Background: an optimization exercise with open tools, aiming at small area, a short achievable clock period and few clock cycles. Do not read the settings as production practice.
Only simulation tests tie the RTL to the original design; equivalence was not proved.

==> inputs of branch quartz <==
==> flow/design.v <==
package core_pkg;
	localparam int unsigned XLEN = 64;
	localparam int unsigned ILEN = 32;
	localparam int unsigned NUM_REGS = 31;
	typedef logic [XLEN-1:0] xlen_t;
	typedef logic [ILEN-1:0] instr_t;
	typedef logic [XLEN-3:0] pc_t;
	typedef logic [4:0]      reg_addr_t;
	typedef logic [3:0]      err_code_t;
	typedef logic [1:0]      mem_size_t;
	localparam err_code_t ERR_NONE  = 4'h0;
	localparam err_code_t ERR_UNDEF = 4'h1;
	localparam mem_size_t LDST_SIZE_64 = 2'b11;
	localparam instr_t INSTR_NOP = 32'hD503_201F;
	localparam instr_t ADD_IMM_MASK  = 32'hFF80_0000;
	localparam instr_t ADD_IMM_MATCH = 32'h9100_0000;
	localparam instr_t SUB_IMM_MASK  = 32'hFF80_0000;
	localparam instr_t SUB_IMM_MATCH = 32'hD100_0000;
	localparam instr_t LDR_MASK      = 32'hFFC0_0000;
	localparam instr_t LDR_MATCH     = 32'hF940_0000;
	localparam instr_t STR_MASK      = 32'hFFC0_0000;
	localparam instr_t STR_MATCH     = 32'hF900_0000;
	localparam reg_addr_t ZERO_REG = 5'd31;
	localparam int unsigned LDST_SCALE = 3;
	localparam int unsigned IMM_SHIFT  = 12;
endpackage
module register_file (
	input  logic                     clk,
	input  logic [30:0]              wr_sel,
	input  core_pkg::xlen_t          wr_data,
	input  logic [30:0]              rn_sel,
	input  logic [30:0]              rt_sel,
	output core_pkg::xlen_t          rn_value,
	output core_pkg::xlen_t          rt_value
);
	core_pkg::xlen_t regs [0:30];
	for (genvar k = 0; k < 31; k++) begin : g_reg
		always_ff @(posedge clk) begin
			if (wr_sel[k]) begin
				regs[k] <= wr_data;
			end
		end
	end
	always_comb begin
		rn_value = '0;
		rt_value = '0;
		for (int k = 0; k < 31; k++) begin
			rn_value = rn_value | ({64{rn_sel[k]}} & regs[k]);
			rt_value = rt_value | ({64{rt_sel[k]}} & regs[k]);
		end
	end
endmodule
module educore_lite (
	input  logic                clk,
	input  logic                nreset,
	input  logic                clk_en,
	input  core_pkg::instr_t    instruction_memory_v,
	input  core_pkg::xlen_t     data_memory_in_v,
	output core_pkg::err_code_t error_indicator,
	output core_pkg::xlen_t     instruction_memory_a,
	output logic                instruction_memory_en,
	output core_pkg::xlen_t     data_memory_a,
	output core_pkg::xlen_t     data_memory_out_v,
	output core_pkg::mem_size_t data_memory_s,
	output logic                data_memory_read,
	output logic                data_memory_write
);
	function automatic logic [30:0] onehot(input logic [4:0] r);
		onehot = 31'(1) << r;
	endfunction
	logic             started;
	logic             valid_q;
	logic             hold_q;
	logic             halted;
	logic             run;
	core_pkg::pc_t    pc;
	core_pkg::instr_t instr_q;
	core_pkg::instr_t instr;
	logic             is_add;
	logic             is_sub;
	logic             is_ldr;
	logic             is_str;
	logic             is_nop;
	logic             ir_wr;
	logic             ir_ld;
	logic             ir_st;
	logic             ir_undef;
	logic             ir_sub;
	logic             ir_ldst;
	logic             ir_sh;
	logic [11:0]      ir_imm12;
	logic [30:0]      ir_rn_sel;
	logic [4:0]       ir_rd;
	logic [23:0]      imm24;
	core_pkg::xlen_t  rn_value;
	core_pkg::xlen_t  ex_base;
	logic [23:0]      ex_opb;
	logic             ex_sub;
	logic             ex_sub_hi;
	logic             ex_nsub_hi;
	logic [4:0]       ex_rd;
	logic [30:0]      ex_rt_sel;
	logic             ex_wr;
	logic             ex_ld;
	logic             ex_st;
	logic [64:0]      sum;
	logic [25:0]      lo_sum;
	logic [39:0]      hi_run;
	logic [39:0]      hi_all;
	logic             hi_flip;
	core_pkg::xlen_t  rt_value;
	core_pkg::xlen_t  m_addr;
	core_pkg::xlen_t  m_data;
	logic [4:0]       m_rd;
	logic             m_wr;
	logic             m_ld;
	logic             m_st;
	core_pkg::xlen_t  w_res;
	logic [4:0]       w_rd;
	logic             w_wr;
	logic             w_ld;
	core_pkg::xlen_t  wr_data;
	logic [30:0]      wr_sel;
	assign run = clk_en && started && !halted;
	always_ff @(posedge clk or negedge nreset) begin
		if (!nreset) begin
			started <= 1'b0;
			valid_q <= 1'b0;
			hold_q  <= 1'b0;
			halted  <= 1'b0;
			pc      <= '0;
		end else begin
			started <= 1'b1;
			valid_q <= started;
			hold_q  <= !run;
			if (run) begin
				pc <= pc + core_pkg::pc_t'(1);
				if (ir_undef) begin
					halted <= 1'b1;
				end
			end
		end
	end
	always_ff @(posedge clk) begin
		instr_q <= instr;
	end
	assign instr = hold_q ? instr_q :
		(valid_q ? instruction_memory_v : core_pkg::INSTR_NOP);
	assign instruction_memory_a  = {pc, 2'b00};
	assign instruction_memory_en = started;
	assign error_indicator       = halted ? core_pkg::ERR_UNDEF : core_pkg::ERR_NONE;
	assign is_add = (instr & core_pkg::ADD_IMM_MASK) == core_pkg::ADD_IMM_MATCH;
	assign is_sub = (instr & core_pkg::SUB_IMM_MASK) == core_pkg::SUB_IMM_MATCH;
	assign is_ldr = (instr & core_pkg::LDR_MASK) == core_pkg::LDR_MATCH;
	assign is_str = (instr & core_pkg::STR_MASK) == core_pkg::STR_MATCH;
	assign is_nop = instr == core_pkg::INSTR_NOP;
	always_ff @(posedge clk or negedge nreset) begin
		if (!nreset) begin
			ir_wr    <= 1'b0;
			ir_ld    <= 1'b0;
			ir_st    <= 1'b0;
			ir_undef <= 1'b0;
		end else if (run) begin
			ir_wr    <= is_add || is_sub || is_ldr;
			ir_ld    <= is_ldr;
			ir_st    <= is_str;
			ir_undef <= !(is_add || is_sub || is_ldr || is_str || is_nop);
		end
	end
	always_ff @(posedge clk) begin
		if (run) begin
			ir_sub   <= is_sub;
			ir_ldst  <= is_ldr || is_str;
			ir_sh    <= instr[22];
			ir_imm12 <= instr[21:10];
			ir_rn_sel <= onehot(instr[9:5]);
			ir_rd    <= instr[4:0];
		end
	end
	always_comb begin
		if (ir_ldst) begin
			imm24 = {9'd0, ir_imm12, 3'd0};
		end else if (ir_sh) begin
			imm24 = {ir_imm12, 12'd0};
		end else begin
			imm24 = {12'd0, ir_imm12};
		end
	end
	always_ff @(posedge clk or negedge nreset) begin
		if (!nreset) begin
			ex_wr <= 1'b0;
			ex_ld <= 1'b0;
			ex_st <= 1'b0;
		end else if (run) begin
			ex_wr <= ir_wr;
			ex_ld <= ir_ld;
			ex_st <= ir_st;
		end
	end
	always_ff @(posedge clk) begin
		if (run) begin
			ex_base <= rn_value;
			ex_opb  <= imm24 ^ {24{ir_sub}};
			ex_sub  <= ir_sub;
			ex_sub_hi  <= ir_sub;
			ex_nsub_hi <= !ir_sub;
			ex_rd   <= ir_rd;
			ex_rt_sel <= onehot(ir_rd);
		end
	end
	assign lo_sum = {1'b0, ex_base[23:0], 1'b1} + {1'b0, ex_opb, ex_sub};
	assign hi_run = ex_base[63:24] ^ {{20{!ex_nsub_hi}}, {20{ex_sub_hi}}};
	always_comb begin
		hi_all[0] = 1'b1;
		for (int k = 1; k < 40; k++) begin
			hi_all[k] = hi_all[k-1] & hi_run[k-1];
		end
	end
	assign hi_flip = lo_sum[25] ^ ex_sub;
	assign sum = {ex_base[63:24] ^ (hi_all & {40{hi_flip}}), lo_sum[24:0]};
	always_ff @(posedge clk or negedge nreset) begin
		if (!nreset) begin
			m_wr <= 1'b0;
			m_ld <= 1'b0;
			m_st <= 1'b0;
		end else if (run) begin
			m_wr <= ex_wr;
			m_ld <= ex_ld;
			m_st <= ex_st;
		end
	end
	always_ff @(posedge clk) begin
		if (run) begin
			m_addr <= sum[64:1];
			m_data <= rt_value;
			m_rd   <= ex_rd;
		end
	end
	assign data_memory_a     = m_addr;
	assign data_memory_out_v = m_data;
	assign data_memory_s     = core_pkg::LDST_SIZE_64;
	assign data_memory_read  = m_ld;
	assign data_memory_write = m_st;
	always_ff @(posedge clk or negedge nreset) begin
		if (!nreset) begin
			w_wr <= 1'b0;
		end else begin
			w_wr <= m_wr;
		end
	end
	always_ff @(posedge clk) begin
		w_res <= m_addr;
		w_rd  <= m_rd;
		w_ld  <= m_ld;
	end
	assign wr_data = w_ld ? data_memory_in_v : w_res;
	assign wr_sel  = w_wr ? onehot(w_rd) : '0;
	register_file u_register_file (
		.clk      (clk),
		.wr_sel   (wr_sel),
		.wr_data  (wr_data),
		.rn_sel   (ir_rn_sel),
		.rt_sel   (ex_rt_sel),
		.rn_value (rn_value),
		.rt_value (rt_value)
	);
endmodule
==> flow/run.sh <==
#!/bin/bash
# synth_recipe.tcl (not shown) runs the flow's synth.tcl, then flattens the netlist and writes it again
# the make line also repeats each setting of config.mk as NAME=value (left out here)
make -C /OpenROAD-flow-scripts/flow DESIGN_CONFIG=/design/flow/config.mk WORK_HOME=/design/flow/orfs CLKGATE_MAP_FILE= SYNTH_SCRIPT=/design/flow/synth_recipe.tcl finish
==> flow/config.mk <==
export PLATFORM = sky130hd
export DESIGN_NAME = educore_lite
export DESIGN_NICKNAME = educore_lite
export VERILOG_FILES = /design/flow/design.v
export SDC_FILE = /design/flow/constraint.sdc
export NUM_CORES = 4
export LEC_CHECK = 0
export CAP_MARGIN = 20
export CELL_PAD_IN_SITES_DETAIL_PLACEMENT = 1
export CELL_PAD_IN_SITES_GLOBAL_PLACEMENT = 2
export CORE_MARGIN = 2
export CORE_UTILIZATION = 45
export CTS_CLUSTER_DIAMETER = 60
export CTS_CLUSTER_SIZE = 24
export GPL_ROUTABILITY_DRIVEN = 1
export PLACE_DENSITY = 0.55
export SETUP_SLACK_MARGIN = 4.45
export SLEW_MARGIN = 20
==> flow/constraint.sdc <==
create_clock -name core_clock -period 7.5 [get_ports {clk}]
set_input_delay 1.5000 -clock core_clock [delete_from_list [all_inputs] [get_ports {clk}]]
set_output_delay 1.5000 -clock core_clock [all_outputs]
set_load 0.01 [all_outputs]
==> branch indigo (differences from branch quartz) <==
--- a/flow/design.v
+++ b/flow/design.v
@@ -83,12 +83,4 @@
 	logic             is_nop;
-	logic             ir_wr;
-	logic             ir_ld;
-	logic             ir_st;
-	logic             ir_undef;
-	logic             ir_sub;
-	logic             ir_ldst;
-	logic             ir_sh;
-	logic [11:0]      ir_imm12;
-	logic [30:0]      ir_rn_sel;
-	logic [4:0]       ir_rd;
+	logic             is_undef;
+	logic [11:0]      imm12;
 	logic [23:0]      imm24;
@@ -98,6 +90,3 @@
 	logic             ex_sub;
-	logic             ex_sub_hi;
-	logic             ex_nsub_hi;
 	logic [4:0]       ex_rd;
-	logic [30:0]      ex_rt_sel;
 	logic             ex_wr;
@@ -106,6 +95,2 @@
 	logic [64:0]      sum;
-	logic [25:0]      lo_sum;
-	logic [39:0]      hi_run;
-	logic [39:0]      hi_all;
-	logic             hi_flip;
 	core_pkg::xlen_t  rt_value;
@@ -137,3 +122,3 @@
 				pc <= pc + core_pkg::pc_t'(1);
-				if (ir_undef) begin
+				if (is_undef) begin
 					halted <= 1'b1;
@@ -151,37 +136,16 @@
 	assign error_indicator       = halted ? core_pkg::ERR_UNDEF : core_pkg::ERR_NONE;
-	assign is_add = (instr & core_pkg::ADD_IMM_MASK) == core_pkg::ADD_IMM_MATCH;
-	assign is_sub = (instr & core_pkg::SUB_IMM_MASK) == core_pkg::SUB_IMM_MATCH;
-	assign is_ldr = (instr & core_pkg::LDR_MASK) == core_pkg::LDR_MATCH;
-	assign is_str = (instr & core_pkg::STR_MASK) == core_pkg::STR_MATCH;
-	assign is_nop = instr == core_pkg::INSTR_NOP;
-	always_ff @(posedge clk or negedge nreset) begin
-		if (!nreset) begin
-			ir_wr    <= 1'b0;
-			ir_ld    <= 1'b0;
-			ir_st    <= 1'b0;
-			ir_undef <= 1'b0;
-		end else if (run) begin
-			ir_wr    <= is_add || is_sub || is_ldr;
-			ir_ld    <= is_ldr;
-			ir_st    <= is_str;
-			ir_undef <= !(is_add || is_sub || is_ldr || is_str || is_nop);
-		end
-	end
-	always_ff @(posedge clk) begin
-		if (run) begin
-			ir_sub   <= is_sub;
-			ir_ldst  <= is_ldr || is_str;
-			ir_sh    <= instr[22];
-			ir_imm12 <= instr[21:10];
-			ir_rn_sel <= onehot(instr[9:5]);
-			ir_rd    <= instr[4:0];
-		end
-	end
+	assign is_add   = (instr & core_pkg::ADD_IMM_MASK) == core_pkg::ADD_IMM_MATCH;
+	assign is_sub   = (instr & core_pkg::SUB_IMM_MASK) == core_pkg::SUB_IMM_MATCH;
+	assign is_ldr   = (instr & core_pkg::LDR_MASK) == core_pkg::LDR_MATCH;
+	assign is_str   = (instr & core_pkg::STR_MASK) == core_pkg::STR_MATCH;
+	assign is_nop   = instr == core_pkg::INSTR_NOP;
+	assign is_undef = !(is_add || is_sub || is_ldr || is_str || is_nop);
+	assign imm12 = instr[21:10];
 	always_comb begin
-		if (ir_ldst) begin
-			imm24 = {9'd0, ir_imm12, 3'd0};
-		end else if (ir_sh) begin
-			imm24 = {ir_imm12, 12'd0};
+		if (is_ldr || is_str) begin
+			imm24 = {9'd0, imm12, 3'd0};
+		end else if (instr[22]) begin
+			imm24 = {imm12, 12'd0};
 		end else begin
-			imm24 = {12'd0, ir_imm12};
+			imm24 = {12'd0, imm12};
 		end
@@ -194,5 +158,5 @@
 		end else if (run) begin
-			ex_wr <= ir_wr;
-			ex_ld <= ir_ld;
-			ex_st <= ir_st;
+			ex_wr <= is_add || is_sub || is_ldr;
+			ex_ld <= is_ldr;
+			ex_st <= is_str;
 		end
@@ -202,20 +166,8 @@
 			ex_base <= rn_value;
-			ex_opb  <= imm24 ^ {24{ir_sub}};
-			ex_sub  <= ir_sub;
-			ex_sub_hi  <= ir_sub;
-			ex_nsub_hi <= !ir_sub;
-			ex_rd   <= ir_rd;
-			ex_rt_sel <= onehot(ir_rd);
-		end
-	end
-	assign lo_sum = {1'b0, ex_base[23:0], 1'b1} + {1'b0, ex_opb, ex_sub};
-	assign hi_run = ex_base[63:24] ^ {{20{!ex_nsub_hi}}, {20{ex_sub_hi}}};
-	always_comb begin
-		hi_all[0] = 1'b1;
-		for (int k = 1; k < 40; k++) begin
-			hi_all[k] = hi_all[k-1] & hi_run[k-1];
-		end
-	end
-	assign hi_flip = lo_sum[25] ^ ex_sub;
-	assign sum = {ex_base[63:24] ^ (hi_all & {40{hi_flip}}), lo_sum[24:0]};
+			ex_opb  <= imm24 ^ {24{is_sub}};
+			ex_sub  <= is_sub;
+			ex_rd   <= instr[4:0];
+		end
+	end
+	assign sum = {ex_base, 1'b1} + {{40{ex_sub}}, ex_opb, ex_sub};
 	always_ff @(posedge clk or negedge nreset) begin
@@ -261,4 +213,4 @@
 		.wr_data  (wr_data),
-		.rn_sel   (ir_rn_sel),
-		.rt_sel   (ex_rt_sel),
+		.rn_sel   (onehot(instr[9:5])),
+		.rt_sel   (onehot(ex_rd)),
 		.rn_value (rn_value),
CORE_UTILIZATION = 28   (was 45)
CTS_CLUSTER_DIAMETER = default   (was 60)
CTS_CLUSTER_SIZE = default   (was 24)
PLACE_DENSITY = 0.34   (was 0.55)
SETUP_SLACK_MARGIN = default   (was 4.45)
==> flow_metrics.env <==
export IMPL_status="no timing/DRC/antenna violations"
export IMPL_clock_skew_ns=0.0587
export IMPL_crit_path_top_delay_cell="nor2_4"
export IMPL_pre_cts_slack_ns=1.86
export IMPL_final_cell_mix="2,211 x edfxtp_1, 1,159 x a22oi_1, 304 x clkbuf_16"
export IMPL_ys_seq_area_share_pct=71.6
export IMPL_clkTransAtPathRegs_ns=0.06
export IMPL_dr_total_vias=78100
export IMPL_grt_pass1_wl_um=823000
export IMPL_sh_seq_area_pct=59.5
That was branch indigo.
==> flow_metrics.env <==
export IMPL_sh_seq_area_pct=63.5
export IMPL_clock_skew_ns=0.0404
export IMPL_grt_pass1_wl_um=674000
export IMPL_status="no timing/DRC/antenna violations"
export IMPL_crit_path_top_delay_cell="or4b_4"
export IMPL_dr_total_vias=78500
export IMPL_pre_cts_slack_ns=2.12
That was branch quartz.
Testbench counts of branch quartz, summed over its fixed seeds: cycles 8,736.
Testbench counts of branch indigo, summed over its fixed seeds: cycles 8,704.

## afterwards: timing with drivers on the ports
The results above use ideal ports. As a check the final layouts listed here were re-extracted and re-timed, cells and wires unchanged. Step 1 assumes that a clkbuf_16 drives the clock port and a buf_2 every other input. Step 2 also shifts input and output timing later by t, the mid clock arrival at the registers, as if the neighbouring blocks saw the same clock. Slacks: no drivers / after step 1 / after step 2; pairs: no drivers / after step 1.
| run | shift t [ns] | slack for setup (ns) | worst setup path after step 2 | latest minus earliest clock arrival (ns) |
|---|---|---|---|---|
| branch quartz | 0.945 | 4.348 / 4.280 / 3.810 | input to register | 0.044 / 0.044 |
| branch indigo | 1.043 | 2.894 / 2.963 / 1.934 | input to register | 0.063 / 0.063 |
After both steps setup and hold are still met in every run listed. For branch indigo, which loses most, drivers alone change the setup slack by +0.069 ns; drivers and shift together by -0.960 ns.
